From an optimization exercise on the open Yosys and OpenROAD flow, aimed at small area, a short achievable clock period and few clock cycles per item; shortcuts taken in it are not production practice. In this exercise RTL edits were held to simulation tests only and were not proved equivalent to the original. Power and IR drop assume default switching activity.

==> flow/design.v, too long to show whole: its modules and the start of the top module <==
// module fc_layer_top: 1203 lines
// module fc_fa: 10 lines
module fc_layer_top #(
    parameter int ICH_B       = 4,
    parameter int OCH_B       = 2,
    parameter int OCH_T       = 4,
    parameter int SCALE_SHIFT = 8,
    parameter int RELU        = 1
) (
    input  logic                      clk,
    input  logic                      areset,
    input  logic                      i_run,
    output logic                      o_idle,
    output logic                      o_run,
    output logic                      o_done,
    output logic                      o_en_err,
    output fc_ctrl_pkg::in_addr_t     o_in_addr,
    output logic                      o_in_ce,
    input  fc_data_pkg::act_t         i_in_q,
    output fc_ctrl_pkg::w_addr_t      o_w_addr,
    output logic                      o_w_ce,
    input  fc_data_pkg::weight_word_t i_w_q,
    output fc_ctrl_pkg::och_idx_t     o_b_addr,
    output logic                      o_b_ce,
    input  fc_data_pkg::bias_t        i_b_q,
    output fc_ctrl_pkg::och_idx_t     o_out_addr,
    output logic                      o_out_ce,
    output fc_data_pkg::act_t         o_out_d
);
  // ...
==> flow/flow/run.sh <==
#!/bin/bash
# The standard layout (standard synthesis included, unchanged), with the
# port buffers made from buf_4 cells instead of the resizer's default choice
# (clkdlybuf4s50_1, a delay cell), timing repair aiming at 9.40 ns of setup
# slack, and clock tree synthesis with larger sink clusters and no dummy
# loads. All tool output goes to standard.log here; ORFS also keeps its
# per-step logs under orfs/logs.
export BUFFER_PORTS_ARGS="-buffer_cell sky130_fd_sc_hd__buf_4"
export SETUP_SLACK_MARGIN=9.40
export CTS_ARGS="-sink_clustering_enable -repair_clock_nets -sink_clustering_size 30 -sink_clustering_max_diameter 100 -dont_use_dummy_load"
bash standard.sh > standard.log 2>&1
==> flow/standard.sh <==
#!/bin/bash
# synth_recipe.tcl (not shown) runs the flow's synth.tcl, then flattens the netlist and writes it again
# the make line also repeats each setting of config.mk as NAME=value (left out here)
make -C /OpenROAD-flow-scripts/flow DESIGN_CONFIG=/design/flow/config.mk WORK_HOME=/design/flow/orfs CLKGATE_MAP_FILE= SYNTH_SCRIPT=/design/flow/synth_recipe.tcl "${@:-finish}"
==> flow/config.mk <==
export PLATFORM = sky130hd
export DESIGN_NAME = fc_layer_top
export DESIGN_NICKNAME = fc_layer_top
export VERILOG_FILES = /design/flow/design.v
export SDC_FILE = /design/flow/constraint.sdc
export NUM_CORES = 4
export LEC_CHECK = 0
export CAP_MARGIN = 20
export CORE_MARGIN = 2
export CORE_UTILIZATION = 60
export CTS_CLUSTER_DIAMETER = 100
export CTS_CLUSTER_SIZE = 30
export PLACE_DENSITY = 0.7
export SLEW_MARGIN = 20
export SYNTH_HIERARCHICAL = 1
export SYNTH_MINIMUM_KEEP_SIZE = 0
==> flow/constraint.sdc <==
create_clock -name core_clock -period 13.0 [get_ports {clk}]
set_input_delay 2.6000 -clock core_clock [delete_from_list [all_inputs] [get_ports {clk}]]
set_output_delay 2.6000 -clock core_clock [all_outputs]
set_load 0.01 [all_outputs]
==> summary.md, run 1 <==
| Metric | Value |
|---|---|
| Status | no timing/DRC/antenna violations |
| Post-Synth Adder-Cell Area | 27.3% |
| Top FF cell, synth | dfxtp_1 |
| CLK BUF | 12 |
| Met2 global-route usage | 37.2% |
| Critical-path top delay cell | dfxtp_2 |
| DR WL met3 | 1960 um |
| GR Overflow Total | 0 |
| Commonest non-fill, non-tap cell in the layout | dfxtp_1 |
| Die Footprint | 0.0227 mm^2 |
| Worst reg-to-reg path cell count | 7 |
| Critical Path Stages | 1 |
| Cell Area, Synth | 0.0129 mm^2 |
| Inverter count | 30 |
| Synth area leader | dfxtp_1 |
| # fillers | 1663 |
| FF-to-FF End | r_cs_8_1 |
| Nonclk buf count | 96 |
| Avg Cell Area, Syn | 11.9 um^2 |
| Vias in the first global route | 7273 |
| Via Count | 7551 |
| Register area | approximately 0.0053 mm^2 |
| Worst skew pair latency | 490 ps |
| Final Setup Violations | 0 |
| Cells after DPL | 1361 |
| Yosys cell types | 41 |
| Number of hold buffers added after CTS | 0 |
| Setup TNS | 0 ps |
| GPL Wtd Cong | ~0.92 |
Testbench counts, summed over its fixed seeds: cycles 20,480, runs 512.
==> run 2: changes to the inputs <==
==> flow/flow/run.sh (replaced) <==
#!/bin/bash
# The standard layout (standard synthesis included, unchanged), with the
# port buffers made from buf_4 cells instead of the resizer's default choice
# (clkdlybuf4s50_1, a delay cell), timing repair aiming at 9.45 ns of setup
# slack, and clock tree synthesis with larger sink clusters and no dummy
# loads. All tool output goes to standard.log here; ORFS also keeps its
# per-step logs under orfs/logs.
export BUFFER_PORTS_ARGS="-buffer_cell sky130_fd_sc_hd__buf_4"
export SETUP_SLACK_MARGIN=9.45
export CTS_ARGS="-sink_clustering_enable -repair_clock_nets -sink_clustering_size 30 -sink_clustering_max_diameter 100 -dont_use_dummy_load"
bash standard.sh > standard.log 2>&1
==> run 2 against run 1 <==
Against the previous run: largest power group unchanged; final cell count rose by 0.44%; global-route usage rose by 0.072 points; highest routed layer unchanged; clock power barely moved; design area grew 1.1%; still clean; power is 0.53% higher; clock skew barely moved.
==> summary.md, run 2 <==
| Metric | Value |
|---|---|
| Crit-path max FO | 3 (unchanged) |
| Synth top cells by count | 217 x dfxtp_1, 151 x fa_1, 137 x xnor2_1 (unchanged) |
| Worst skew pair latency | 490 ps (about the same) |
| Leakage power | 5.62 nW (was 5.56 nW) |
| Top FF cell, synth | dfxtp_1 (unchanged) |
| Die Span Y | 151 um (unchanged) |
| Yosys warnings | 8 (unchanged) |
| Final Critical Period | 3570 ps (about the same) |
| CP max stage delay | 340 ps (about the same) |
| Fin. Hold Viols | 0 (unchanged) |
| GR Overflow Total | 0 (unchanged) |
| DRT met1 WL | 12300 um (was 12400 um) |
| Avg Cell Area, Syn | 11.9 um^2 (unchanged) |
| TritonCTS Buffers | 12 (unchanged) |
| Worst path bufs/invs | 1 (unchanged) |
| Drt first-iter violations | 456 (was 440) |
| Crit-path cells | buf_4 (unchanged) |
| Clk sinks | 249 (unchanged) |
| Synth area leader | dfxtp_1 (unchanged) |
| CORE AREA | 0.0211 mm^2 (unchanged) |
| Largest net degree at the start of global routing | 33 (unchanged) |
| Setup TNS | 0 ps (unchanged) |
| Synth async-reset ratio | 0% (unchanged) |
| Clock root cell | clkbuf_16 (unchanged) |
| Startpoint type of the worst setup path | register (unchanged) |
| Sw power | 0.00157 W (was 0.00156 W) |
| Area Growth Syn to Fin | 8.44% (was 7.24%) |
| Vias in the first global route | 7289 (was 7273) |
| F_max | 280 MHz (about the same) |
| # nets final | 1362 (was 1356) |
| Worst clock skew | 31.2 ps (was 31.4 ps) |
| Final period utilization | 27.4% (about the same) |
| Most numerous cell in the Yosys netlist | dfxtp_1 (unchanged) |
| Max-slew headroom | 36.8% (was 37.2%) |
| Clock share of power | 9.9% (about the same) |
| Initial Utilization | 61.3% (unchanged) |
| Cell area after placement | 0.0135 mm^2 (unchanged) |
| Yosys cell types | 41 (unchanged) |
| First-pass detailed-route iteration total | 5 (unchanged) |
| Largest Register | act (unchanged) |
| Share of cells above drive strength 1 | 13.5% (was 11.4%) |
| Synth Instances | 1087 (unchanged) |
| Commonest non-fill, non-tap cell in the layout | dfxtp_1 (unchanged) |
| Most frequent cells in the layout | 196 x dfxtp_1, 149 x fa_1, 137 x xnor2_1, 109 x a22oi_1, 86 x nand2_1 (was 212 x dfxtp_1, 149 x fa_1, 137 x xnor2_1, 112 x a22oi_1, 96 x buf_4) |
| # fillers | 1638 (was 1663) |
| RSZ-0062 raised after global routing | true (unchanged) |
| Cell Area, Synth | 0.0129 mm^2 (unchanged) |
| GPL Wtd Cong | 0.922 (unchanged) |
| Pre-CTS setup slack | 9210 ps (unchanged) |
| Max Slew Vio Count | 0 (unchanged) |
| Width of the die | 151 um (unchanged) |
| Post-Layout Cell Count | 1385 (was 1379) |
| IO Port Bufs | 88 (unchanged) |
| Final HPWL DP | 21400 um (unchanged) |
| DR WL met3 | 2080 um (was 1960 um) |
| PwrDens | 277 mW/mm^2 (was 278 mW/mm^2) |
| FP Rows | 53 (unchanged) |
| First-pass GRT wire length | 41100 um (was 41000 um) |
| Final Setup Violations | 0 (unchanged) |
| Required time worst endpoint | 10400 ps (about the same) |
| Initial antenna violation count | 0 (unchanged) |
| Critical-path top delay cell | dfxtp_2 (unchanged) |
| All-Layer GR Usage | 24.1% (about the same) |
| Yosys top cell area share | 33.6% (unchanged) |
| CP arrival | 970 ps (about the same) |
| Least-Margin Pin Slew | 949 ps (was 943 ps) |
| MaxCap Viol Count | 0 (unchanged) |
| Via/cell ratio | 5.53 (was 5.48) |
| Status | no timing/DRC/antenna violations (unchanged) |
| Total Wirelength | 26900 um (was 26600 um) |
| Antenna Cells | 0 (unchanged) |
| Comb pwr share | 58.2% (was 58.0%) |
| # DRC | 0 (unchanged) |
| Die Footprint | 0.0227 mm^2 (unchanged) |
| Int Pwr | 0.00230 W (was 0.00229 W) |
| CP Capture Type | primary output (unchanged) |
| Max reg flops | 32 (unchanged) |
| I/O pin count | 113 (unchanged) |
| Seq pwr share | 31.9% (was 32.0%) |
| Reg clk slew, reported paths | 100 ps (about the same) |
| Setup ws final | 9430 ps (about the same) |
| Post-synth EDFFs | 32 (unchanged) |
| Register area | 0.00534 mm^2 (was 0.00531 mm^2) |
| H-Tree Depth | 1 (unchanged) |
| Finished Cell Area | 0.0140 mm^2 (was 0.0139 mm^2) |
| Crit Path Category | register to primary output (unchanged) |
| WL/cell | 19.4 um (was 19.3 um) |
| VDD IR max | 129 uV (was 132 uV) |
| Via Count | 7660 (was 7551) |
| Critical path's top delay family | flip-flops (unchanged) |
| Register area share after synthesis | 41.1% (unchanged) |
| Uppermost layer routed | met4 (unchanged) |
| Cells after DPL | 1361 (unchanged) |
| WL met2 | 12100 um (was 11900 um) |
| CTS tree | done (unchanged) |
| Synth top area cells | dfxtp_1 34%, fa_1 23%, xnor2_1 9.3% (unchanged) |
| Footprint of the multi-input gates | 0.00708 mm^2 (was 0.00707 mm^2) |
| Tightest Hold Check Type | register to register (unchanged) |
| Flops & latches, synth | 249 (unchanged) |
| CTS Buffer Depth | 3 (unchanged) |
| Final design utilization | 66.4% (was 65.7%) |
| Post-DRT Antenna Nets | 0 (unchanged) |
| Switching share of power | 40.6% (was 40.5%) |
-- run 2: stage by stage --
step | total power (W) | hold slack, ps
after floorplan | 0.00279 | 310
after global placement | 0.00335 | 310
after detailed placement | 0.00344 | 312
after CTS | 0.00388 | 335
after global routing | 0.00429 | 343
final | 0.00387 | 335
-- run 2: layout make-up --
class	instances	area share, %
flip-flops and latches	249	38.1
well taps	275	2.46
inverters	30	0.804
multi-input cells	717	50.5
repair buffers	102	5.97
clock buffers	12	2.14
-- run 2: timing repair --
item	4_1_cts	5_1_grt
hold buffers	0	0
pin swaps	5	8
gates resized for setup	24	25
setup buffers	2	10
endpoints found under the setup margin	29	35
-- run 2: final timing paths --
kind         slack [ps]           to          start  depth (start not counted)
max                9430  o_b_addr[0]  r_out_addr[0]                          1
min reg2reg         330       a2[17]         a3[17]                          0
min                 330       a2[17]         a3[17]                          0
max reg2reg        9500    r_cs_10_1      act[2][3]                          7
-- run 2: kinds of logic after synthesis --
family,after synthesis,synth area share (%)
flops,249,41.1
fa+ha+maj,191,27.3
compound gates,182,9.69
xor+xnor,175,11.9
simple gates,145,4.95
buf+inv,144,5.13
other cells,1,0.0290
-- run 2: power groups by stage --
stage                     sequential, W  clock [W]  combinational, W
final                           0.00124   0.000383           0.00225
after global routing            0.00126   0.000422           0.00260
after CTS                       0.00124   0.000396           0.00224
after detailed placement        0.00125          0           0.00218
after global placement          0.00125          0           0.00210
after floorplan                 0.00117          0           0.00162
-- run 2: per-layer routing --
metal / track usage [%] / up-vias
met3: 5.30 / 24
met5: 0 / -
met2: 37.4 / 252
met1: 35.9 / 3835
li1: - / 3549
met4: 3.88 / 0
-- run 2: modules after synthesis (local to each module, per instance) --
module / cell area (um^2) / flops+latches / cells
fc_fa: 20.0 / 0 / 1
fc_layer_top: 10100 / 249 / 945
==> run 3: changes to the inputs <==
==> flow/flow/run.sh (replaced) <==
#!/bin/bash
# The standard layout (standard synthesis included, unchanged), with the
# port buffers made from buf_4 cells instead of the resizer's default choice
# (clkdlybuf4s50_1, a delay cell), timing repair aiming at 9.30 ns of setup
# slack, and clock tree synthesis with larger sink clusters and no dummy
# loads. All tool output goes to standard.log here; ORFS also keeps its
# per-step logs under orfs/logs.
export BUFFER_PORTS_ARGS="-buffer_cell sky130_fd_sc_hd__buf_4"
export SETUP_SLACK_MARGIN=9.30
export CTS_ARGS="-sink_clustering_enable -repair_clock_nets -sink_clustering_size 30 -sink_clustering_max_diameter 100 -dont_use_dummy_load"
bash standard.sh > standard.log 2>&1
==> run 3 against run 2 <==
Against the previous run: clock skew increased by 1.6 ps; first-iteration DRC count decreased by 5.7%; die area unchanged; clock power about the same; critical path depth unchanged; sequential power about the same; still clean on timing, DRC and antenna; via count decreased by 1.7%; worst hold slack got worse by 0.98 ps.
==> summary.md, run 3 <==
| Metric | Value |
|---|---|
| CP arrival | 980 ps (was 970 ps) |
| TritonCTS Buffers | 12 (unchanged) |
| Final Critical Period | 3580 ps (was 3570 ps) |
| Pre-CTS setup slack | 9210 ps (unchanged) |
| # fillers | 1670 (was 1638) |
| WL/cell | 19.3 um (was 19.4 um) |
| Setup ws final | 9420 ps (was 9430 ps) |
| Synth area leader | dfxtp_1 (unchanged) |
| IO Port Bufs | 88 (unchanged) |
| CTS Buffer Depth | 3 (unchanged) |
| Vias in the first global route | 7269 (was 7289) |
| Reg clk slew, reported paths | 110 ps (was 100 ps) |
| Critical-path top delay cell | dfxtp_1 (was dfxtp_2) |
| First-pass detailed-route iteration total | 5 (unchanged) |
| Max-slew headroom | 37.5% (was 36.8%) |
| Clk sinks | 249 (unchanged) |
| Crit-path max FO | 3 (unchanged) |
| Via Count | 7527 (was 7660) |
| Initial antenna violation count | 0 (unchanged) |
| Synth async-reset ratio | 0% (unchanged) |
| Largest net degree at the start of global routing | 33 (unchanged) |
| All-Layer GR Usage | 24.1% (about the same) |
| Least-Margin Pin Slew | 938 ps (was 949 ps) |
| Drt first-iter violations | 430 (was 456) |
| Max reg flops | 32 (unchanged) |
| Final period utilization | 27.6% (was 27.4%) |
| Largest Register | act (unchanged) |
| Most numerous cell in the Yosys netlist | dfxtp_1 (unchanged) |
| Post-synth EDFFs | 32 (unchanged) |
| CTS tree | done (unchanged) |
| Top FF cell, synth | dfxtp_1 (unchanged) |
| CP max stage delay | 360 ps (was 340 ps) |
| # DRC | 0 (unchanged) |
| Most frequent cells in the layout | 215 x dfxtp_1, 149 x fa_1, 137 x xnor2_1, 112 x a22oi_1, 92 x buf_4 (was 196 x dfxtp_1, 149 x fa_1, 137 x xnor2_1, 109 x a22oi_1, 86 x nand2_1) |
| Antenna Cells | 0 (unchanged) |
| CP Capture Type | primary output (unchanged) |
| RSZ-0062 raised after global routing | false (was true) |
| Setup TNS | 0 ps (unchanged) |
| Avg Cell Area, Syn | 11.9 um^2 (unchanged) |
| VDD IR max | 159 uV (was 129 uV) |
| GR Overflow Total | 0 (unchanged) |
| Leakage power | 5.55 nW (was 5.62 nW) |
| CORE AREA | 0.0211 mm^2 (unchanged) |
| Cell Area, Synth | 0.0129 mm^2 (unchanged) |
| Crit-path cells | buf_4 (unchanged) |
| Total Wirelength | 26500 um (was 26900 um) |
| Crit Path Category | register to primary output (unchanged) |
| Flops & latches, synth | 249 (unchanged) |
| Worst skew pair latency | 490 ps (about the same) |
| Area Growth Syn to Fin | 6.98% (was 8.44%) |
| Required time worst endpoint | 10400 ps (about the same) |
| Fin. Hold Viols | 0 (unchanged) |
| Die Footprint | 0.0227 mm^2 (unchanged) |
| Tot Pwr | 0.00386 W (was 0.00387 W) |
| Synth top cells by count | 217 x dfxtp_1, 151 x fa_1, 137 x xnor2_1 (unchanged) |
| Width of the die | 151 um (unchanged) |
| Worst path bufs/invs | 1 (unchanged) |
| Synth Instances | 1087 (unchanged) |
| Initial Utilization | 61.3% (unchanged) |
| # nets final | 1352 (was 1362) |
| Number of hold buffers added after CTS | 0 (unchanged) |
| Post-DRT Antenna Nets | 0 (unchanged) |
| Startpoint type of the worst setup path | register (unchanged) |
| Yosys top cell area share | 33.6% (unchanged) |
| Synth top area cells | dfxtp_1 34%, fa_1 23%, xnor2_1 9.3% (unchanged) |
| Status | no timing/DRC/antenna violations (unchanged) |
| Register area share after synthesis | 41.1% (unchanged) |
| GPL Wtd Cong | 0.922 (unchanged) |
| MaxCap Viol Count | 0 (unchanged) |
| Yosys cell types | 41 (unchanged) |
| Worst clock skew | 32.8 ps (was 31.2 ps) |
| Yosys warnings | 8 (unchanged) |
| Final Setup Violations | 0 (unchanged) |
| Max Slew Vio Count | 0 (unchanged) |
| R2R Setup Slk | 9460 ps (was 9500 ps) |
| Tightest Hold Check Type | register to register (unchanged) |
| F_max | 279 MHz (was 280 MHz) |
| PwrDens | 279 mW/mm^2 (was 277 mW/mm^2) |
| First-pass GRT wire length | 41000 um (was 41100 um) |
| Final hold slack | 334 ps (was 335 ps) |
| Share of cells above drive strength 1 | 10.9% (was 13.5%) |
| Commonest non-fill, non-tap cell in the layout | dfxtp_1 (unchanged) |
| Die Span Y | 151 um (unchanged) |
| H-Tree Depth | 1 (unchanged) |
| Clock root cell | clkbuf_16 (unchanged) |
| Via/cell ratio | 5.47 (was 5.53) |
| I/O pin count | 113 (unchanged) |
| FP Rows | 53 (unchanged) |
| Final HPWL DP | 21400 um (unchanged) |
| Critical path's top delay family | flip-flops (unchanged) |
==> run 3: cell counts after synthesis <==
Identical to the previous run, type by type.
==> run 3: area by class of cell <==
| type | count | area, um^2 | share of cell area [%] |
|---|---|---|---|
| flip-flops and latches | 249 | 5310 | 38.4 |
| inverters | 30 | 113 | 0.815 |
| well taps | 275 | 344 | 2.49 |
| clock buffers | 12 | 300 | 2.17 |
| multi-input cells | 717 | 7070 | 51.1 |
| repair buffers | 92 | 691 | 5.00 |
==> run 3: per-module statistics from Yosys, one instance, submodules excluded <==
module	copies in the design	flops+latches
fc_layer_top	1	249
fc_fa	142	0
==> run 3: per-layer routing <==
layer / up-vias / share of wire [%] / track usage, %
li1: 3532 / - / -
met1: 3726 / 46 / 35.8
met2: 241 / 44 / 37.2
met3: 28 / 7.9 / 5.30
met4: 0 / 1.6 / 3.88
met5: - / 0 / 0
==> run 3: power breakdown <==
group	total (W)	switching, W	leakage (nW)	internal [W]
clock network	0.000382	0.000215	0.148	0.000167
logic	0.00224	0.00119	3.25	0.00105
registers	0.00124	0.000159	2.15	0.00108
total	0.00386	0.00157	5.55	0.00229
==> run 3: timing repair <==
action,in CTS,in global routing
setup endpoints to repair,8,11
resized for setup,2,6
setup buffers,0,2
pin swaps,0,6
==> run 3: path summary, 6_finish.rpt <==
| check | startpoint | to | cells after the start |
|---|---|---|---|
| worst max-delay path | r_out_addr[0] | o_w_addr[2] | 1 |
| worst min-delay path | a3[17] | a2[17] | 0 |
| worst max register to register | act[2][1] | r_cs_8_1 | 7 |
| worst min register to register | a3[17] | a2[17] | 0 |
==> run 3: worst register-to-register path, stage by stage (launching register included) <==
cell      delay (ps)
edfxtp_1         600
a22oi_1          300
xnor2_1          190
fa_1             490
fa_1             580
fa_1             440
fa_1             390
fa_1             440
==> run 3: metrics by stage <==
step | std cells | util [%] | cell area, um^2
finish | 1375 | 65.5 | 13800
global placement | 1361 | 63.9 | 13500
global route | 1375 | 65.5 | 13800
floorplan | 1110 | - | 13000
detailed placement | 1361 | 63.9 | 13500
CTS | 1373 | 65.4 | 13800
==> run 3: cells by family after synthesis <==
kind of cell               synth area share (%)
and+or+nand+nor                            4.95
xor gates and xnor gates                   11.9
buffers and inverters                      5.13
DFF                                        41.1
AOI/OAI and AO/OA                          9.69
other                                    0.0290
adders and majority gates                  27.3
==> run 4: changes to the inputs <==
==> flow/flow/run.sh (replaced) <==
#!/bin/bash
# The standard layout (standard synthesis included, unchanged), with the
# port buffers made from buf_4 cells instead of the resizer's default choice
# (clkdlybuf4s50_1, a delay cell), timing repair aiming at 9.35 ns of setup
# slack, and clock tree synthesis with larger sink clusters and no dummy
# loads. All tool output goes to standard.log here; ORFS also keeps its
# per-step logs under orfs/logs.
export BUFFER_PORTS_ARGS="-buffer_cell sky130_fd_sc_hd__buf_4"
export SETUP_SLACK_MARGIN=9.35
export CTS_ARGS="-sink_clustering_enable -repair_clock_nets -sink_clustering_size 30 -sink_clustering_max_diameter 100 -dont_use_dummy_load"
bash standard.sh > standard.log 2>&1
==> run 4 against run 3 <==
Against the previous run: wire length about the same; fmax barely moved; sequential cell count stayed put; combinational power about the same; power decreased by 0.14%; sequential share of layout area stayed put; design area is the same; die area stayed put; via count down 0.20%; worst setup slack better by 1.2 ps; critical path type unchanged.
==> summary.md, run 4 <==
| Metric | Value |
|---|---|
| CP max stage delay | 360 ps (about the same) |
| Number of hold buffers added after CTS | 0 (unchanged) |
| Initial antenna violation count | 0 (unchanged) |
| MaxCap Viol Count | 0 (unchanged) |
| Critical Path Sink | o_w_addr[2] (unchanged) |
| Worst clock skew | 32.1 ps (was 32.8 ps) |
| Critical path's top delay family | flip-flops (unchanged) |
| Fin. Hold Viols | 0 (unchanged) |
| Reg clk slew, reported paths | 110 ps (about the same) |
| Max reg flops | 32 (unchanged) |
| Area Growth Syn to Fin | 6.98% (unchanged) |
| Initial Utilization | 61.3% (unchanged) |
| Synth area leader | dfxtp_1 (unchanged) |
| FP Rows | 53 (unchanged) |
| Via Count | 7512 (was 7527) |
| Synth top area cells | dfxtp_1 34%, fa_1 23%, xnor2_1 9.3% (unchanged) |
| Worst path bufs/invs | 1 (unchanged) |
| Flops & latches, synth | 249 (unchanged) |
| WL/cell | 19.3 um (about the same) |
| Final hold slack | 335 ps (was 334 ps) |
| Width of the die | 151 um (unchanged) |
| Final Setup Violations | 0 (unchanged) |
| Startpoint type of the worst setup path | register (unchanged) |
| Synth async-reset ratio | 0% (unchanged) |
| Yosys top cell area share | 33.6% (unchanged) |
| Total Wirelength | 26600 um (was 26500 um) |
| F_max | 279 MHz (about the same) |
| Leakage power | 5.55 nW (about the same) |
| H-Tree Depth | 1 (unchanged) |
| I/O pin count | 113 (unchanged) |
| Largest Register | act (unchanged) |
| Vias in the first global route | 7274 (was 7269) |
| Most frequent cells in the layout | 215 x dfxtp_1, 149 x fa_1, 137 x xnor2_1, 112 x a22oi_1, 92 x buf_4 (unchanged) |
| Tightest Hold Check Type | register to register (unchanged) |
| Largest net degree at the start of global routing | 33 (unchanged) |
| Clock share of power | 9.9% (about the same) |
| R2R Setup Slk | 9460 ps (about the same) |
| Top FF cell, synth | dfxtp_1 (unchanged) |
| Least-Margin Pin Slew | 944 ps (was 938 ps) |
| Synth top cells by count | 217 x dfxtp_1, 151 x fa_1, 137 x xnor2_1 (unchanged) |
| Via/cell ratio | 5.46 (was 5.47) |
| CTS tree | done (unchanged) |
| RSZ-0062 raised after global routing | false (unchanged) |
| # nets final | 1352 (unchanged) |
| Worst skew pair latency | 490 ps (about the same) |
| Int Pwr | 0.00229 W (about the same) |
| Seq pwr share | 32.1% (about the same) |
| Final HPWL DP | 21400 um (unchanged) |
| Synth Instances | 1087 (unchanged) |
| Drt first-iter violations | 421 (was 430) |
| Register area share after synthesis | 41.1% (unchanged) |
| Commonest non-fill, non-tap cell in the layout | dfxtp_1 (unchanged) |
| Clk sinks | 249 (unchanged) |
| VDD IR max | 131 uV (was 159 uV) |
| CORE AREA | 0.0211 mm^2 (unchanged) |
| PwrDens | 279 mW/mm^2 (about the same) |
| Antenna Cells | 0 (unchanged) |
| Critical Path Stages | 1 (unchanged) |
| CP Capture Type | primary output (unchanged) |
| Comb pwr share | 58.0% (about the same) |
| Post-DRT Antenna Nets | 0 (unchanged) |
| First-pass detailed-route iteration total | 5 (unchanged) |
| Share of cells above drive strength 1 | 10.8% (was 10.9%) |
| Post-synth EDFFs | 32 (unchanged) |
| Crit-path cells | buf_4 (unchanged) |
| Final design utilization | 65.5% (unchanged) |
| TritonCTS Buffers | 12 (unchanged) |
| First-pass GRT wire length | 41000 um (unchanged) |
| # DRC | 0 (unchanged) |
| # fillers | 1669 (was 1670) |
| CP Launch Point | r_out_addr[0] (unchanged) |
| Die Span Y | 151 um (unchanged) |
| GPL Wtd Cong | 0.922 (unchanged) |
| Status | no timing/DRC/antenna violations (unchanged) |
| Yosys warnings | 8 (unchanged) |
| Sw power | 0.00156 W (was 0.00157 W) |
| Required time worst endpoint | 10400 ps (about the same) |
| Max-slew headroom | 37.1% (was 37.5%) |
| Crit-path max FO | 3 (unchanged) |
| Crit Path Category | register to primary output (unchanged) |
| IO Port Bufs | 88 (unchanged) |
| Cell Area, Synth | 0.0129 mm^2 (unchanged) |
| FF-to-FF Start | act[2][1] (unchanged) |
| Worst reg-to-reg path cell count | 7 (unchanged) |
| Avg Cell Area, Syn | 11.9 um^2 (unchanged) |
| Final period utilization | 27.6% (about the same) |
| Most numerous cell in the Yosys netlist | dfxtp_1 (unchanged) |
| All-Layer GR Usage | 24.1% (unchanged) |
| Setup TNS | 0 ps (unchanged) |
| Final Critical Period | 3580 ps (about the same) |
| Critical-path top delay cell | dfxtp_1 (unchanged) |
| CTS Buffer Depth | 3 (unchanged) |
| Switching share of power | 40.6% (about the same) |
| Hold wc startpoint | a3[17] (unchanged) |
| Yosys cell types | 41 (unchanged) |
| Max Slew Vio Count | 0 (unchanged) |
| Clock root cell | clkbuf_16 (unchanged) |
| CP arrival | 980 ps (about the same) |
| FF-to-FF End | r_cs_8_1 (unchanged) |
| GR Overflow Total | 0 (unchanged) |
| Die Footprint | 0.0227 mm^2 (unchanged) |
run 4: cell types whose count changed in the layout (fill, tap and decap cells not counted):
cell   previous run  this run
inv_1            28        29
inv_2             2         1
run 4: stage by stage:
stage / setup WS, ps / instances / power [W] / instance area [um^2]
2_1_floorplan: 9630 / 1110 / 0.00279 / 13000
3_3_place_gp: 9260 / 1361 / 0.00335 / 13500
3_5_place_dp: 9210 / 1361 / 0.00344 / 13500
4_1_cts: 9360 / 1374 / 0.00386 / 13800
5_1_grt: 9350 / 1375 / 0.00426 / 13800
6_report: 9420 / 1375 / 0.00385 / 13800
run 4: worst min path at each step:
stage	to	slack, ps	cells past startpoint
after floorplan	a2[0]	310	0
after global placement	a2[3]	310	0
after detailed placement	a2[16]	310	0
after CTS	a2[17]	330	0
after global routing	a2[10]	340	0
final	a2[17]	330	0
run 4: cell families after synthesis:
family / synth area share [%]
flops: 41.1
fa+ha+maj: 27.3
compound gates: 9.69
simple gates: 4.95
other cells: 0.0290
buf+inv: 5.13
xor+xnor: 11.9
run 4: final cells by class:
type                    instances  area (um^2)  share of cell area [%]
clock buffers                  12          300                    2.17
inverters                      30          113                   0.815
repair buffers                 92          691                    5.00
multi-input cells             717         7070                    51.1
flip-flops and latches        249         5310                    38.4
well taps                     275          344                    2.49
run 4: what timing repair did:
action | in CTS | in global routing
resized for setup | 3 | 4
buffers inserted | 1 | 1
cloned | 0 | 0
pin swaps | 2 | 5
endpoints found under the setup margin | 11 | 7
run 4: per-module statistics from Yosys (local to each module, per instance):
module	area [um^2]	times used	flip-flops and latches
fc_layer_top	10100	1	249
fc_fa	20.0	142	0
run 4: routing by layer:
layer / track usage (%) / vias to the layer above / share of wire (%)
li1: - / 3532 / -
met1: 35.8 / 3736 / 46
met2: 37.2 / 218 / 45
met3: 5.30 / 26 / 7.6
met4: 3.88 / 0 / 1.5
met5: 0 / - / 0
run 4: power groups by stage:
| stage | Sequential, W | Clock, W | Combinational, W |
|---|---|---|---|
| after floorplan | 0.00117 | 0 | 0.00162 |
| after global placement | 0.00125 | 0 | 0.00210 |
| after detailed placement | 0.00125 | 0 | 0.00218 |
| after CTS | 0.00124 | 0.000396 | 0.00223 |
| after global routing | 0.00126 | 0.000422 | 0.00258 |
| final | 0.00124 | 0.000383 | 0.00223 |
==> run 5: changes to the inputs <==
==> flow/flow/run.sh (replaced) <==
#!/bin/bash
# The standard layout (standard synthesis included, unchanged) with:
#  - port buffers made from buf_4 cells instead of the resizer's default
#    choice (clkdlybuf4s50_1, a delay cell); after global placement the input
#    port buffers are set to buf_1 (flow/post_gpl.tcl), as inputs have slack,
#  - timing repair aiming at 9.4 ns of setup slack,
#  - clock tree synthesis without dummy loads.
# All tool output goes to standard.log here; ORFS also keeps its per-step
# logs under orfs/logs.
export BUFFER_PORTS_ARGS="-buffer_cell sky130_fd_sc_hd__buf_4"
export POST_GLOBAL_PLACE_TCL="$PWD/flow/post_gpl.tcl"
export SETUP_SLACK_MARGIN=9.40
export CTS_ARGS="-sink_clustering_enable -repair_clock_nets -sink_clustering_size 30 -sink_clustering_max_diameter 100 -dont_use_dummy_load"
bash standard.sh > standard.log 2>&1
==> flow/flow/post_gpl.tcl (new file) <==
# Port input buffers: the smallest buffer (inputs arrive early enough).
set n 0
foreach inst [[ord::get_db_block] getInsts] {
  if {[string match "input*" [$inst getName]] && [[$inst getMaster] getName] eq "sky130_fd_sc_hd__buf_4"} {
    replace_cell [$inst getName] sky130_fd_sc_hd__buf_1
    incr n
  }
}
puts "post_gpl: $n input buffers set to buf_1"
--- a/flow/config.mk
+++ b/flow/config.mk
@@ -11,5 +11,5 @@
 export CTS_CLUSTER_DIAMETER = 100
 export CTS_CLUSTER_SIZE = 30
-export PLACE_DENSITY = 0.7
+export PLACE_DENSITY = 0.8
 export SLEW_MARGIN = 20
 export SYNTH_HIERARCHICAL = 1
==> run 5 against run 4 <==
Against the previous run: final cell count grew 0.29%; power grew 1.8%; global-route usage grew 0.62 points; register-to-register slack is essentially flat; clock-buffer cell count is the same; clock skew shrank 7.3 ps; combinational power grew 3%; first-iteration DRC count grew 77%; clock power grew 3%; die area is the same; fmax grew 0.67%; area after synthesis is the same.
==> summary.md, run 5 <==
| Metric | Value |
|---|---|
| Flops & latches, synth | 249 (unchanged) |
| Final period utilization | 27.4% (was 27.6%) |
| First-pass detailed-route iteration total | 6 (was 5) |
| Worst skew pair latency | 490 ps (about the same) |
| Most frequent cells in the layout | 213 x dfxtp_1, 149 x fa_1, 137 x xnor2_1, 111 x a22oi_1, 86 x nand2_1 (was 215 x dfxtp_1, 149 x fa_1, 137 x xnor2_1, 112 x a22oi_1, 92 x buf_4) |
| Hold wc startpoint | a3[13] (was a3[17]) |
| Register area share after synthesis | 41.1% (unchanged) |
| Final Setup Violations | 0 (unchanged) |
| TritonCTS Buffers | 12 (unchanged) |
| IO Port Bufs | 88 (unchanged) |
| Critical path's top delay family | flip-flops (unchanged) |
| CP Capture Type | primary output (unchanged) |
| Yosys cell types | 41 (unchanged) |
| Share of cells above drive strength 1 | 6.16% (was 10.8%) |
| Startpoint type of the worst setup path | register (unchanged) |
| Cell Area, Synth | 0.0129 mm^2 (unchanged) |
| Vias in the first global route | 7695 (was 7274) |
| Post-synth EDFFs | 32 (unchanged) |
| Reg clk slew, reported paths | 110 ps (about the same) |
| Max-slew headroom | 37.2% (was 37.1%) |
| Via/cell ratio | 5.63 (was 5.46) |
| Max Slew Vio Count | 0 (unchanged) |
| MaxCap Viol Count | 0 (unchanged) |
| Die Span Y | 151 um (unchanged) |
| Critical-path top delay cell | dfxtp_1 (unchanged) |
| Final HPWL DP | 21800 um (was 21400 um) |
| Synth top cells by count | 217 x dfxtp_1, 151 x fa_1, 137 x xnor2_1 (unchanged) |
| Clk sinks | 249 (unchanged) |
| Via Count | 7761 (was 7512) |
| FP Rows | 53 (unchanged) |
| Largest net degree at the start of global routing | 33 (unchanged) |
| Drt first-iter violations | 746 (was 421) |
| Initial Utilization | 61.3% (unchanged) |
| Commonest non-fill, non-tap cell in the layout | dfxtp_1 (unchanged) |
| PwrDens | 288 mW/mm^2 (was 279 mW/mm^2) |
| Cells after DPL | 1361 (unchanged) |
| Least-Margin Pin Slew | 942 ps (was 944 ps) |
| Tightest Hold Check Type | register to register (unchanged) |
| Fin. Hold Viols | 0 (unchanged) |
| VDD IR max | 148 uV (was 131 uV) |
| Synth top area cells | dfxtp_1 34%, fa_1 23%, xnor2_1 9.3% (unchanged) |
| R2R Setup Slk | 9470 ps (was 9460 ps) |
| CP max stage delay | 360 ps (about the same) |
| All-Layer GR Usage | 24.7% (was 24.1%) |
| Worst reg-to-reg path cell count | 7 (unchanged) |
| Hold Path Depth | 0 (unchanged) |
| Worst path bufs/invs | 1 (unchanged) |
| Hold EP | a2[13] (was a2[17]) |
| Initial antenna violation count | 0 (unchanged) |
| Crit-path cells | buf_4 (unchanged) |
| Top FF cell, synth | dfxtp_1 (unchanged) |
| Synth area leader | dfxtp_1 (unchanged) |
| H-Tree Depth | 1 (unchanged) |
| # fillers | 1645 (was 1669) |
| Post-Layout Cell Count | 1379 (was 1375) |
| Die Footprint | 0.0227 mm^2 (unchanged) |
| # nets final | 1356 (was 1352) |
| Crit-path max FO | 3 (unchanged) |
| Worst clock skew | 24.8 ps (was 32.1 ps) |
| Largest Register | act (unchanged) |
| Post-DRT Antenna Nets | 0 (unchanged) |
| FF-to-FF Start | act[2][3] (was act[2][1]) |
| Required time worst endpoint | 10400 ps (about the same) |
| Final Critical Period | 3560 ps (was 3580 ps) |
| Max reg flops | 32 (unchanged) |
| F_max | 281 MHz (was 279 MHz) |
| Area Growth Syn to Fin | 5.59% (was 6.98%) |
| WL/cell | 19.9 um (was 19.3 um) |
| Avg Cell Area, Syn | 11.9 um^2 (unchanged) |
| CP arrival | 960 ps (was 980 ps) |
| CORE AREA | 0.0211 mm^2 (unchanged) |
| First-pass GRT wire length | 42000 um (was 41000 um) |
| Yosys warnings | 8 (unchanged) |
| CTS tree | done (unchanged) |
| Crit Path Category | register to primary output (unchanged) |
| # DRC | 0 (unchanged) |
| I/O pin count | 113 (unchanged) |
| Setup TNS | 0 ps (unchanged) |
| Most numerous cell in the Yosys netlist | dfxtp_1 (unchanged) |
| FF-to-FF End | r_cs_10_1 (was r_cs_8_1) |
| Width of the die | 151 um (unchanged) |
| Antenna Cells | 0 (unchanged) |
| CTS Buffer Depth | 3 (unchanged) |
| Final design utilization | 64.7% (was 65.5%) |
| Status | no timing/DRC/antenna violations (unchanged) |
| RSZ-0062 raised after global routing | true (was false) |
| Total Wirelength | 27500 um (was 26600 um) |
| Synth Instances | 1087 (unchanged) |
| Synth async-reset ratio | 0% (unchanged) |
| Yosys top cell area share | 33.6% (unchanged) |
| Clock root cell | clkbuf_16 (unchanged) |
| Leakage power | 5.36 nW (was 5.55 nW) |
| GR Overflow Total | 0 (unchanged) |
| Tot Pwr | 0.00392 W (was 0.00385 W) |
## run 5: cell counts after synthesis
No cell type changed its count.
## run 5: final cells by class
type	count	area, um^2	area share, %
Clock buffer	12	300	2.20
Inverter	30	113	0.825
Tap cell	275	344	2.52
Sequential cell	249	5310	38.9
Timing Repair Buffer	96	503	3.69
Multi-Input combinational cell	717	7070	51.8
## run 5: how the worst max path moves through the flow
stage             endpoint  cells past startpoint     startpoint
2_1_floorplan   r_out_d[0]                     11       r_cs_1_0
3_3_place_gp    r_out_d[0]                     11       r_cs_1_0
3_5_place_dp    r_out_d[0]                     11       r_cs_1_0
4_1_cts         r_out_d[0]                     14       r_cs_0_0
5_1_grt         r_out_d[0]                     13       r_cs_1_0
6_report       o_b_addr[1]                      1  r_out_addr[1]
## run 5: cell families after synthesis
logic type                 after synthesis  share of synthesized area, %
AOI/OAI and AO/OA                      182                          9.69
xor gates and xnor gates               175                          11.9
adders and majority gates              191                          27.3
buffers and inverters                  144                          5.13
DFF                                    249                          41.1
other                                    1                        0.0290
and+or+nand+nor                        145                          4.95
## run 5: power by group
part	internal, W	switching, W	leakage, nW	total, W
registers	0.00108	0.000164	2.15	0.00124
clock network	0.000167	0.000227	0.148	0.000394
logic	0.00107	0.00122	3.06	0.00229
## run 5: per-layer routing
metal	GRT usage, %	part of all wire (%)	vias up
li1	-	-	3537
met1	35.9	44	3843
met2	39.0	46	341
met3	4.73	8.2	40
met4	5.28	1.7	0
met5	0	0	-
## run 5: modules after synthesis (local to each module, per instance)
module	flops+latches	cell area, um^2	times used
fc_fa	0	20.0	142
fc_layer_top	249	10100	1
## run 5: through the flow
step                      area, um^2  hold WS, ps  setup slack (ps)
after floorplan                13000          310              9630
after global placement         13500          310              9280
after detailed placement       13300          312              9120
after CTS                      13600          305              9390
after global routing           13600          302              9360
final                          13600          307              9440
## run 5: timing repair
action | 4_1_cts | 5_1_grt
hold buffers | 0 | 0
gates resized for setup | 6 | 4
pin swaps | 5 | 4
setup buffers | 4 | 2
setup endpoints to repair | 15 | 14
==> run 6: changes to the inputs <==
--- a/flow/config.mk
+++ b/flow/config.mk
@@ -6,4 +6,5 @@
 export NUM_CORES = 4
 export LEC_CHECK = 0
+export ABC_CLOCK_PERIOD_IN_PS = 3000
 export CAP_MARGIN = 20
 export CORE_MARGIN = 2
@@ -11,5 +12,5 @@
 export CTS_CLUSTER_DIAMETER = 100
 export CTS_CLUSTER_SIZE = 30
-export PLACE_DENSITY = 0.8
+export PLACE_DENSITY = 0.7
 export SLEW_MARGIN = 20
 export SYNTH_HIERARCHICAL = 1
==> run 6 against run 5 <==
Against the previous run: still clean on timing, DRC and antenna; core utilization is 0.065 points higher; clock skew is 29 ps higher; sequential share of layout area hardly changed; design area is 0.10% higher; first-iteration DRC count is 42% lower; power is 1.6% lower; non-clock buffer count is 1 lower; sequential power hardly changed; critical path type unchanged; largest cell class unchanged.
==> summary.md, run 6 <==
| Metric | Value |
|---|---|
| Critical path's top delay family | flip-flops (unchanged) |
| WL/cell | 19.2 um (was 19.9 um) |
| Worst skew pair latency | 490 ps (about the same) |
| # fillers | 1711 (was 1645) |
| Number of hold buffers added after CTS | 0 (unchanged) |
| Critical-path top delay cell | dfxtp_2 (was dfxtp_1) |
| Share of cells above drive strength 1 | 6.26% (was 6.16%) |
| Max-slew headroom | 39.0% (was 37.2%) |
| Setup TNS | 0 ps (unchanged) |
| Total Wirelength | 26400 um (was 27500 um) |
| VDD IR max | 140 uV (was 148 uV) |
| Largest Register | act (unchanged) |
| Clock share of power | 10.0% (about the same) |
| Synth Instances | 1087 (unchanged) |
| Clk sinks | 249 (unchanged) |
| Least-Margin Pin Slew | 916 ps (was 942 ps) |
| CP Capture Type | primary output (unchanged) |
| First-pass GRT wire length | 40900 um (was 42000 um) |
| Yosys top cell area share | 33.6% (unchanged) |
| Most numerous cell in the Yosys netlist | dfxtp_1 (unchanged) |
| Post-Synth Adder-Cell Area | 27.3% (unchanged) |
| Final design utilization | 64.8% (was 64.7%) |
| Synth top area cells | dfxtp_1 34%, fa_1 23%, xnor2_1 9.3% (unchanged) |
| Synth top cells by count | 217 x dfxtp_1, 151 x fa_1, 137 x xnor2_1 (unchanged) |
| RSZ-0062 raised after global routing | true (unchanged) |
| Leakage power | 5.36 nW (about the same) |
| Synth area leader | dfxtp_1 (unchanged) |
| Crit-path cells | buf_4 (unchanged) |
| Via Count | 7479 (was 7761) |
| Worst clock skew | 53.6 ps (was 24.8 ps) |
| CTS Buffer Depth | 3 (unchanged) |
| Most frequent cells in the layout | 211 x dfxtp_1, 149 x fa_1, 136 x xnor2_1, 112 x a22oi_1, 86 x nand2_1 (was 213 x dfxtp_1, 149 x fa_1, 137 x xnor2_1, 111 x a22oi_1, 86 x nand2_1) |
| # nets final | 1355 (was 1356) |
| IO Port Bufs | 88 (unchanged) |
| Via/cell ratio | 5.43 (was 5.63) |
| Crit Path Category | register to primary output (unchanged) |
| I/O pin count | 113 (unchanged) |
| Fin. Hold Viols | 0 (unchanged) |
| GR Overflow Total | 0 (unchanged) |
| Commonest non-fill, non-tap cell in the layout | dfxtp_1 (unchanged) |
| Synth Area in Compound Gates | 9.69% (unchanged) |
| Yosys cell types | 41 (unchanged) |
| Status | no timing/DRC/antenna violations (unchanged) |
| TritonCTS Buffers | 12 (unchanged) |
| Max reg flops | 32 (unchanged) |
| PwrDens | 283 mW/mm^2 (was 288 mW/mm^2) |
| Die Footprint | 0.0227 mm^2 (unchanged) |
| Seq pwr share | 32.0% (was 31.6%) |
| Avg Cell Area, Syn | 11.9 um^2 (unchanged) |
| CP max stage delay | 340 ps (was 360 ps) |
| All-Layer GR Usage | 24.0% (was 24.7%) |
| Width of the die | 151 um (unchanged) |
| H-Tree Depth | 1 (unchanged) |
| Crit-path max FO | 3 (unchanged) |
| Startpoint type of the worst setup path | register (unchanged) |
| # DRC | 0 (unchanged) |
| Final period utilization | 27.4% (about the same) |
| CORE AREA | 0.0211 mm^2 (unchanged) |
| CP arrival | 960 ps (about the same) |
| Area Growth Syn to Fin | 5.69% (was 5.59%) |
| Footprint of the multi-input gates | 0.00709 mm^2 (was 0.00707 mm^2) |
| Initial Utilization | 61.3% (unchanged) |
| Int Pwr | 0.00229 W (was 0.00231 W) |
| Register area share after synthesis | 41.1% (unchanged) |
| CTS tree | done (unchanged) |
| Yosys warnings | 8 (unchanged) |
| Required time worst endpoint | 10400 ps (about the same) |
| Post-synthesis simple-gate area fraction | 4.95% (unchanged) |
| Antenna Cells | 0 (unchanged) |
| Die Span Y | 151 um (unchanged) |
| Post-synth EDFFs | 32 (unchanged) |
| Register area | 0.00531 mm^2 (about the same) |
| F_max | 281 MHz (about the same) |
| Largest net degree at the start of global routing | 33 (unchanged) |
| Initial antenna violation count | 0 (unchanged) |
| Worst path bufs/invs | 1 (unchanged) |
| Max Slew Vio Count | 0 (unchanged) |
| Cell Area, Synth | 0.0129 mm^2 (unchanged) |
| Reg clk slew, reported paths | 110 ps (about the same) |
| Vias in the first global route | 7303 (was 7695) |
| Mux contribution to synthesized area | 0% (unchanged) |
| Top FF cell, synth | dfxtp_1 (unchanged) |
| Final Critical Period | 3560 ps (about the same) |
| Post-DRT Antenna Nets | 0 (unchanged) |
| Clock root cell | clkbuf_16 (unchanged) |
| Sw power | 0.00157 W (was 0.00161 W) |
| Drt first-iter violations | 430 (was 746) |
| Synth async-reset ratio | 0% (unchanged) |
| Main combinational cell family by area after synthesis | adder cells (unchanged) |
| First-pass detailed-route iteration total | 5 (was 6) |
| Flops & latches, synth | 249 (unchanged) |
| FP Rows | 53 (unchanged) |
| Comb pwr share | 58.0% (was 58.3%) |
| Final Setup Violations | 0 (unchanged) |
| MaxCap Viol Count | 0 (unchanged) |
| Xor/xnor share of the synthesized area | 11.9% (unchanged) |
| Tightest Hold Check Type | register to register (unchanged) |
| Final HPWL DP | 21300 um (was 21800 um) |
| Switching share of power | 40.6% (was 41.1%) |
[run 6: cell counts after synthesis]
Identical to the previous run, type by type.
[run 6: power by group through the flow]
stage / clock network, W / logic, W / registers, W
CTS: 0.000398 / 0.00221 / 0.00124
finish: 0.000386 / 0.00224 / 0.00124
global placement: 0 / 0.00210 / 0.00125
global route: 0.000425 / 0.00258 / 0.00126
detailed placement: 0 / 0.00217 / 0.00125
floorplan: 0 / 0.00162 / 0.00117
[run 6: worst paths after layout]
kind | to | slack, ps | from | cells after the start
hold reg to reg | a2[1] | 340 | a3[1] | 0
hold / removal | a2[1] | 340 | a3[1] | 0
setup / recovery | o_w_addr[2] | 9440 | r_out_addr[0] | 1
setup reg to reg | r_cs_9_1 | 9500 | e_neg[3] | 6
[run 6: area by class of cell]
class	instances	share of cell area, %
well taps	275	2.52
flip-flops and latches	249	38.9
multi-input cells	717	51.9
repair buffers	95	3.66
inverters	30	0.825
clock buffers	12	2.20
[run 6: worst register-to-register path: cells and delay by family, from the launching register on]
family	cells	cell delay [ps]
flip-flops	1	810
adder cells (fa/ha/maj)	5	2360
XOR/XNOR	1	230
[run 6: cells by family (layout without fill, tap and decap cells)]
logic type,after synthesis,in the layout
adder cells (fa/ha/maj),191,191
AND/OR/NAND/NOR,145,145
buffers and inverters,144,137
other,1,24
AO/OA/AOI/OAI,182,182
flip-flops,249,249
XOR/XNOR,175,175
[run 6: timing repair]
| action | in CTS | in global routing |
|---|---|---|
| gates resized for setup | 4 | 10 |
| endpoints found under the setup margin | 11 | 14 |
| pin swaps | 2 | 6 |
| buffers inserted | 1 | 4 |
[run 6: through the flow]
stage / setup WS [ps] / total power, W / area, um^2 / hold slack, ps / std cells
final: 9440 / 0.00386 / 13700 / 336 / 1378
after global routing: 9310 / 0.00427 / 13700 / 341 / 1378
after CTS: 9410 / 0.00385 / 13600 / 337 / 1374
after detailed placement: 9210 / 0.00343 / 13300 / 312 / 1361
after global placement: 9260 / 0.00335 / 13500 / 310 / 1361
after floorplan: 9630 / 0.00279 / 13000 / 310 / 1110
[run 6: per-module statistics from Yosys, one instance, submodules excluded]
| module | copies in the design | flip-flops and latches | area [um^2] |
|---|---|---|---|
| fc_fa | 142 | 0 | 20.0 |
| fc_layer_top | 1 | 249 | 10100 |
[run 6: metal layers]
layer,part of all wire [%],track usage [%],vias up
li1,-,-,3539
met1,46,35.8,3690
met4,1.3,4.21,0
met5,0,0,-
met2,44,36.7,230
met3,8.3,5.39,20
==> run 7: changes to the inputs <==
--- a/flow/config.mk
+++ b/flow/config.mk
@@ -6,5 +6,5 @@
 export NUM_CORES = 4
 export LEC_CHECK = 0
-export ABC_CLOCK_PERIOD_IN_PS = 3000
+export ABC_AREA = 1
 export CAP_MARGIN = 20
 export CORE_MARGIN = 2
==> run 7 against run 6 <==
Against the previous run: still clean; fmax hardly changed; sequential share of layout area is 0.27 points lower; design area is 0.69% higher; critical endpoint is now o_idle.
==> summary.md, run 7 <==
| Metric | Value |
|---|---|
| All-Layer GR Usage | 27.1% (was 24.0%) |
| First-pass detailed-route iteration total | 5 (unchanged) |
| CORE AREA | 0.0210 mm^2 (was 0.0211 mm^2) |
| Total Wirelength | 29700 um (was 26400 um) |
| Yosys cell types | 29 (was 41) |
| Pre-CTS setup slack | 9380 ps (was 9210 ps) |
| Yosys top cell area share | 33.8% (was 33.6%) |
| Via Count | 7995 (was 7479) |
| FP Rows | 53 (unchanged) |
| Leakage power | 6.06 nW (was 5.36 nW) |
| Int Pwr | 0.00221 W (was 0.00229 W) |
| # DRC | 0 (unchanged) |
| Vias in the first global route | 8013 (was 7303) |
| IO Port Bufs | 88 (unchanged) |
| Synth top area cells | dfxtp_1 34%, fa_1 24%, xor2_1 9.5% (was dfxtp_1 34%, fa_1 23%, xnor2_1 9.3%) |
| Final Setup Violations | 0 (unchanged) |
| Sw power | 0.00163 W (was 0.00157 W) |
| Xor/xnor share of the synthesized area | 10.8% (was 11.9%) |
| First-pass GRT wire length | 45100 um (was 40900 um) |
| Max reg flops | 32 (unchanged) |
| Largest net degree at the start of global routing | 33 (unchanged) |
| Avg Cell Area, Syn | 11.2 um^2 (was 11.9 um^2) |
| Synth Area in Compound Gates | 7.70% (was 9.69%) |
| I/O pin count | 113 (unchanged) |
| Post-synthesis simple-gate area fraction | 6.28% (was 4.95%) |
| Die Span Y | 150 um (was 151 um) |
| Commonest non-fill, non-tap cell in the layout | dfxtp_1 (unchanged) |
| Clk sinks | 249 (unchanged) |
| Tightest Hold Check Type | register to register (unchanged) |
| Area Growth Syn to Fin | 6.92% (was 5.69%) |
| Finished Cell Area | 0.0137 mm^2 (about the same) |
| Flops & latches, synth | 249 (unchanged) |
| # nets final | 1482 (was 1355) |
| R2R Setup Slk | 9480 ps (was 9500 ps) |
| Cell Area, Synth | 0.0129 mm^2 (about the same) |
| VDD IR max | 161 uV (was 140 uV) |
| Final hold slack | 336 ps (about the same) |
| Startpoint type of the worst setup path | register (unchanged) |
| Switching share of power | 42.5% (was 40.6%) |
| Crit-path cells | buf_4 (unchanged) |
| Largest Register | act (unchanged) |
| CTS Buffer Depth | 3 (unchanged) |
| Clock root cell | clkbuf_16 (unchanged) |
| H-Tree Depth | 1 (unchanged) |
| Critical-path top delay cell | dfxtp_1 (was dfxtp_2) |
| Register area share after synthesis | 41.3% (was 41.1%) |
| Synth top cells by count | 217 x dfxtp_1, 151 x fa_1, 140 x xor2_1 (was 217 x dfxtp_1, 151 x fa_1, 137 x xnor2_1) |
| Comb pwr share | 58.6% (was 58.0%) |
| Initial antenna violation count | 1 (was 0) |
| Post-Synth Adder-Cell Area | 27.4% (was 27.3%) |
| Share of cells above drive strength 1 | 5.37% (was 6.26%) |
| Crit Path Category | register to primary output (unchanged) |
| Final period utilization | 27.4% (about the same) |
| Clock share of power | 10.2% (was 10.0%) |
| Cells after DPL | 1491 (was 1361) |
| Initial Utilization | 61.2% (was 61.3%) |
| Least-Margin Pin Slew | 699 ps (was 916 ps) |
| Most frequent cells in the layout | 212 x dfxtp_1, 151 x fa_1, 140 x xor2_1, 128 x inv_1, 127 x nand2_1 (was 211 x dfxtp_1, 149 x fa_1, 136 x xnor2_1, 112 x a22oi_1, 86 x nand2_1) |
| Hold wc startpoint | a3[0] (was a3[1]) |
| PwrDens | 279 mW/mm^2 (was 283 mW/mm^2) |
| Post-synth EDFFs | 32 (unchanged) |
| Top FF cell, synth | dfxtp_1 (unchanged) |
| WL/cell | 19.7 um (was 19.2 um) |
| Antenna Cells | 0 (unchanged) |
| Setup TNS | 0 ps (unchanged) |
| Most numerous cell in the Yosys netlist | dfxtp_1 (unchanged) |
| Required time worst endpoint | 10400 ps (about the same) |
| Crit-path max FO | 2 (was 3) |
| GR Overflow Total | 0 (unchanged) |
| CTS tree | done (unchanged) |
| CP arrival | 960 ps (about the same) |
| CP Capture Type | primary output (unchanged) |
| TritonCTS Buffers | 12 (unchanged) |
| Synth async-reset ratio | 0% (unchanged) |
| Final HPWL DP | 24800 um (was 21300 um) |
| MaxCap Viol Count | 0 (unchanged) |
| Via/cell ratio | 5.31 (was 5.43) |
| Max Slew Vio Count | 0 (unchanged) |
| Worst clock skew | 30.1 ps (was 53.6 ps) |
| Seq pwr share | 31.2% (was 32.0%) |
| Worst path bufs/invs | 1 (unchanged) |
| Worst skew pair latency | 480 ps (was 490 ps) |
| RSZ-0062 raised after global routing | false (was true) |
| Cell area after placement | 0.0134 mm^2 (was 0.0133 mm^2) |
| Main combinational cell family by area after synthesis | adder cells (unchanged) |
| Post-DRT Antenna Nets | 0 (unchanged) |
| Synth area leader | dfxtp_1 (unchanged) |
| Max-slew headroom | 53.4% (was 39.0%) |
| Final Critical Period | 3560 ps (about the same) |
| FF-to-FF Start | act[3][3] (was e_neg[3]) |
| Mux contribution to synthesized area | 0% (unchanged) |
| Width of the die | 150 um (was 151 um) |
| Setup ws final | 9440 ps (about the same) |
| Die Footprint | 0.0226 mm^2 (was 0.0227 mm^2) |
| # fillers | 1716 (was 1711) |
| Synth Instances | 1152 (was 1087) |
| CP max stage delay | 360 ps (was 340 ps) |
| F_max | 281 MHz (about the same) |
| Reg clk slew, reported paths | 100 ps (was 110 ps) |
| Status | no timing/DRC/antenna violations (unchanged) |
| Fin. Hold Viols | 0 (unchanged) |
| Critical path's top delay family | flip-flops (unchanged) |
| CP Launch Point | r_idle (was r_out_addr[0]) |
| Yosys warnings | 8 (unchanged) |
| Post-Layout Cell Count | 1505 (was 1378) |
| Drt first-iter violations | 722 (was 430) |
## run 7: cell count changes after synthesis, moves of 5 or more
| cell | change |
|---|---|
| and2_1 | -5 |
| inv_1 | +102 |
| nor2b_1 | -12 |
| a22oi_1 | -112 |
| clkbuf_1 | -73 |
| nand2_1 | +41 |
| o22ai_1 | +112 |
| a21oi_1 | -8 |
| xor2_1 | +102 |
| buf_2 | +10 |
| nor2_1 | +44 |
| xnor2_1 | -118 |
## run 7: final timing paths
check | endpoint | cells past startpoint
max | o_idle | 1
min | a2[0] | 0
max reg2reg | r_cs_7_1 | 8
min reg2reg | a2[0] | 0
## run 7: logic make-up (layout without fill, tap and decap cells)
logic type / after synthesis / in the layout
buffers and inverters: 182 / 237
other: 1 / 24
DFF: 249 / 249
xor gates and xnor gates: 159 / 159
adders and majority gates: 191 / 191
AOI/OAI and AO/OA: 165 / 165
and+or+nand+nor: 205 / 205
## run 7: Yosys stat by module (local to each module, per instance)
| module | cells | flops+latches |
|---|---|---|
| fc_layer_top | 1010 | 249 |
| fc_fa | 1 | 0 |
## run 7: power groups by stage
stage / registers, W / logic [W] / clock network, W
after global routing: 0.00122 / 0.00255 / 0.000425
after global placement: 0.00121 / 0.00218 / 0
after detailed placement: 0.00122 / 0.00227 / 0
after CTS: 0.00120 / 0.00228 / 0.000405
final: 0.00120 / 0.00225 / 0.000392
after floorplan: 0.00117 / 0.00152 / 0
## run 7: cell type report
type	instances	area, um^2	area share [%]
multi-input cells	744	6820	49.6
flip-flops and latches	249	5310	38.6
inverters	133	499	3.63
repair buffers	92	473	3.44
well taps	275	344	2.50
clock buffers	12	300	2.18
## run 7: through the flow
| stage | power, W | util (%) |
|---|---|---|
| 2_1_floorplan | 0.00270 | - |
| 3_3_place_gp | 0.00339 | 64.8 |
| 3_5_place_dp | 0.00348 | 63.8 |
| 4_1_cts | 0.00389 | 65.2 |
| 5_1_grt | 0.00420 | 65.4 |
| 6_report | 0.00384 | 65.4 |
## run 7: per-layer routing
| metal | track usage, % | part of all wire, % |
|---|---|---|
| met2 | 45.8 | 48 |
| met1 | 37.3 | 43 |
| met3 | 2.52 | 5.0 |
| met5 | 0 | 0 |
| met4 | 8.54 | 3.5 |
## run 7: timing repair
item | 4_1_cts | 5_1_grt
pin swaps | 0 | 0
setup buffers | 0 | 2
endpoints found under the setup margin | 5 | 10
gates resized for setup | 3 | 8
hold buffers | 0 | 0
==> run 8: changes to the inputs <==
--- a/flow/config.mk
+++ b/flow/config.mk
@@ -6,5 +6,4 @@
 export NUM_CORES = 4
 export LEC_CHECK = 0
-export ABC_AREA = 1
 export CAP_MARGIN = 20
 export CORE_MARGIN = 2
==> run 8 against run 7 <==
Against the previous run: via count shrank 6.5%; core utilization decreased by 0.65 points; first-iteration DRC count shrank 40%; final cell count fell by 8.4%; register-to-register slack better by 20 ps; worst hold slack is essentially flat; critical path type unchanged; still clean; synthesized cell count shrank 5.6%; combinational power barely moved; sequential share of layout area increased by 0.27 points; sequential power up 3%; clock power is 2% lower.
==> summary.md, run 8 <==
| Metric | Value |
|---|---|
| Status | no timing/DRC/antenna violations (unchanged) |
| Width of the die | 151 um (was 150 um) |
| Tightest Hold Check Type | register to register (unchanged) |
| Final hold slack | 336 ps (about the same) |
| Setup TNS | 0 ps (unchanged) |
| Post-synth EDFFs | 32 (unchanged) |
| Hold wc startpoint | a3[1] (was a3[0]) |
| First-pass detailed-route iteration total | 5 (unchanged) |
| GR Overflow Total | 0 (unchanged) |
| Avg Cell Area, Syn | 11.9 um^2 (was 11.2 um^2) |
| Hold EP | a2[1] (was a2[0]) |
| Initial Utilization | 61.3% (was 61.2%) |
| Synth top cells by count | 217 x dfxtp_1, 151 x fa_1, 137 x xnor2_1 (was 217 x dfxtp_1, 151 x fa_1, 140 x xor2_1) |
| TritonCTS Buffers | 12 (unchanged) |
| Die Span Y | 151 um (was 150 um) |
| Setup ws final | 9440 ps (about the same) |
| Clk sinks | 249 (unchanged) |
| Footprint of the multi-input gates | 0.00709 mm^2 (was 0.00682 mm^2) |
| Final period utilization | 27.4% (about the same) |
| # fillers | 1711 (was 1716) |
| CTS tree | done (unchanged) |
| Seq pwr share | 32.0% (was 31.2%) |
| H-Tree Depth | 1 (unchanged) |
| Drt first-iter violations | 430 (was 722) |
| R2R Setup Slk | 9500 ps (was 9480 ps) |
| Synth Instances | 1087 (was 1152) |
| IO Port Bufs | 88 (unchanged) |
| Hold Path Depth | 0 (unchanged) |
| Die Footprint | 0.0227 mm^2 (was 0.0226 mm^2) |
| Tot Pwr | 0.00386 W (was 0.00384 W) |
| Crit-path cells | buf_4 (unchanged) |
| Worst clock skew | 53.6 ps (was 30.1 ps) |
| Total Wirelength | 26400 um (was 29700 um) |
| Final Setup Violations | 0 (unchanged) |
| Register area | 0.00531 mm^2 (about the same) |
| Vias in the first global route | 7303 (was 8013) |
| Via Count | 7479 (was 7995) |
| Commonest non-fill, non-tap cell in the layout | dfxtp_1 (unchanged) |
| Cell Area, Synth | 0.0129 mm^2 (about the same) |
| Pre-CTS setup slack | 9210 ps (was 9380 ps) |
| Synth Area in Compound Gates | 9.69% (was 7.70%) |
| Switching share of power | 40.6% (was 42.5%) |
| FF-to-FF End | r_cs_9_1 (was r_cs_7_1) |
| Clock share of power | 10.0% (was 10.2%) |
| # DRC | 0 (unchanged) |
| Top FF cell, synth | dfxtp_1 (unchanged) |
| CTS Buffer Depth | 3 (unchanged) |
| F_max | 281 MHz (about the same) |
| Post-DRT Antenna Nets | 0 (unchanged) |
| Critical-path top delay cell | dfxtp_2 (was dfxtp_1) |
| Register area share after synthesis | 41.1% (was 41.3%) |
| Least-Margin Pin Slew | 916 ps (was 699 ps) |
| Via/cell ratio | 5.43 (was 5.31) |
| Largest net degree at the start of global routing | 33 (unchanged) |
| CORE AREA | 0.0211 mm^2 (was 0.0210 mm^2) |
| RSZ-0062 raised after global routing | true (was false) |
| Clock root cell | clkbuf_16 (unchanged) |
| Fin. Hold Viols | 0 (unchanged) |
| Comb pwr share | 58.0% (was 58.6%) |
| Int Pwr | 0.00229 W (was 0.00221 W) |
| Final Critical Period | 3560 ps (about the same) |
| Max reg flops | 32 (unchanged) |
| Critical path's top delay family | flip-flops (unchanged) |
| Xor/xnor share of the synthesized area | 11.9% (was 10.8%) |
| Post-synthesis simple-gate area fraction | 4.95% (was 6.28%) |
| Most frequent cells in the layout | 211 x dfxtp_1, 149 x fa_1, 136 x xnor2_1, 112 x a22oi_1, 86 x nand2_1 (was 212 x dfxtp_1, 151 x fa_1, 140 x xor2_1, 128 x inv_1, 127 x nand2_1) |
| Synth async-reset ratio | 0% (unchanged) |
| Share of cells above drive strength 1 | 6.26% (was 5.37%) |
| CP max stage delay | 340 ps (was 360 ps) |
| Leakage power | 5.36 nW (was 6.06 nW) |
| Required time worst endpoint | 10400 ps (about the same) |
| Startpoint type of the worst setup path | register (unchanged) |
| Most numerous cell in the Yosys netlist | dfxtp_1 (unchanged) |
| Flops & latches, synth | 249 (unchanged) |
| Final design utilization | 64.8% (was 65.4%) |
| Mux contribution to synthesized area | 0% (unchanged) |
| Main combinational cell family by area after synthesis | adder cells (unchanged) |
| Yosys warnings | 8 (unchanged) |
| CP arrival | 960 ps (about the same) |
| Largest Register | act (unchanged) |
| Synth area leader | dfxtp_1 (unchanged) |
| All-Layer GR Usage | 24.0% (was 27.1%) |
| Area Growth Syn to Fin | 5.69% (was 6.92%) |
| FP Rows | 53 (unchanged) |
| VDD IR max | 140 uV (was 161 uV) |
| FF-to-FF Start | e_neg[3] (was act[3][3]) |
| Yosys top cell area share | 33.6% (was 33.8%) |
| Crit Path Category | register to primary output (unchanged) |
| Yosys cell types | 41 (was 29) |
| Number of hold buffers added after CTS | 0 (unchanged) |
| PwrDens | 283 mW/mm^2 (was 279 mW/mm^2) |
| Worst reg-to-reg path cell count | 6 (was 8) |
| CP Capture Type | primary output (unchanged) |
| Crit-path max FO | 3 (was 2) |
| Sw power | 0.00157 W (was 0.00163 W) |
| Max-slew headroom | 39.0% (was 53.4%) |
| Worst path bufs/invs | 1 (unchanged) |
| Worst skew pair latency | 490 ps (was 480 ps) |
| I/O pin count | 113 (unchanged) |
| Synth top area cells | dfxtp_1 34%, fa_1 23%, xnor2_1 9.3% (was dfxtp_1 34%, fa_1 24%, xor2_1 9.5%) |
| First-pass GRT wire length | 40900 um (was 45100 um) |
| Antenna Cells | 0 (unchanged) |
| Max Slew Vio Count | 0 (unchanged) |
| Reg clk slew, reported paths | 110 ps (was 100 ps) |
| WL/cell | 19.2 um (was 19.7 um) |
| Post-Synth Adder-Cell Area | 27.3% (was 27.4%) |
| MaxCap Viol Count | 0 (unchanged) |
| Final HPWL DP | 21300 um (was 24800 um) |
| Initial antenna violation count | 0 (was 1) |
| # nets final | 1355 (was 1482) |
run 8: through the flow:
stage	instance area, um^2	cells
CTS	13600	1374
global placement	13500	1361
detailed placement	13300	1361
global route	13700	1378
floorplan	13000	1110
finish	13700	1378
run 8: routing by layer:
layer	track usage, %	up-vias	part of all wire, %
met5	0	-	0
met4	4.21	0	1.3
met3	5.39	20	8.3
met2	36.7	230	44
met1	35.8	3690	46
li1	-	3539	-
run 8: layout make-up:
cell class                 count  share of cell area, %
clock buffer                  12                   2.20
inverter                      30                  0.825
multi-input combinational    717                   51.9
tap                          275                   2.52
timing repair buffer          95                   3.66
sequential                   249                   38.9
run 8: timing repair:
action | CTS | global route
gates cloned | 0 | 0
setup endpoints to repair | 11 | 14
buffers inserted | 1 | 4
resized for setup | 4 | 10
pin swaps | 2 | 6
endpoints found under the hold margin | 0 | 0
run 8: power groups by stage:
stage / sequential (W) / clock, W / combinational [W]
finish: 0.00124 / 0.000386 / 0.00224
CTS: 0.00124 / 0.000398 / 0.00221
global placement: 0.00125 / 0 / 0.00210
detailed placement: 0.00125 / 0 / 0.00217
global route: 0.00126 / 0.000425 / 0.00258
floorplan: 0.00117 / 0 / 0.00162
run 8: worst register-to-register path, delay by kind of cell, from the launching register on:
kind | cells | cell delay, ps
DFF | 1 | 810
xor gates and xnor gates | 1 | 230
adders and majority gates | 5 | 2360
run 8: logic make-up after synthesis:
| family | Yosys count |
|---|---|
| flops | 249 |
| fa+ha+maj | 191 |
| compound gates | 182 |
| xor+xnor | 175 |
| simple gates | 145 |
| buf+inv | 144 |
| other cells | 1 |
run 8: worst max-delay path by stage:
stage | start | end | slack [ps] | cells past startpoint
floorplan | r_cs_1_0 | r_out_d[0] | 9630 | 11
global placement | r_cs_1_0 | r_out_d[0] | 9260 | 11
detailed placement | r_cs_1_0 | r_out_d[2] | 9210 | 11
CTS | r_cs_1_0 | r_out_d[4] | 9410 | 12
global route | r_cs_1_0 | r_out_d[2] | 9310 | 13
finish | r_out_addr[0] | o_w_addr[2] | 9440 | 1
run 8: per-module statistics from Yosys (local to each module, per instance):
| module | cell area [um^2] | flops+latches | cells | copies in the design |
|---|---|---|---|---|
| fc_fa | 20.0 | 0 | 1 | 142 |
| fc_layer_top | 10100 | 249 | 945 | 1 |

## what the ideal ports hide
In the flow no input, the clock included, has a driving cell. The finished layouts below were timed again as built, in two steps.
Step 1, drivers: a clkbuf_16 drives clk and a buf_2 each remaining input, both assumed.
Step 2 also shifts input and output timing later by t, the mid clock arrival at the registers, as if the neighbouring blocks saw the same clock.
a / b / c = ideal ports / drivers / drivers and shift; a / b = the first two.
run | t, ns | slack for setup (ns)
run 1 | 0.520 | 9.434 / 9.390 / 9.454
run 2 | 0.520 | 9.432 / 9.387 / 9.413
run 3 | 0.520 | 9.415 / 9.371 / 9.453
run 4 | 0.519 | 9.416 / 9.372 / 9.454
run 5 | 0.522 | 9.440 / 9.394 / 9.391
run 6 | 0.506 | 9.442 / 9.396 / 9.395
run 7 | 0.514 | 9.443 / 9.396 / 9.483
run 8 | 0.506 | 9.442 / 9.396 / 9.395
After both steps every run listed still meets setup and hold.
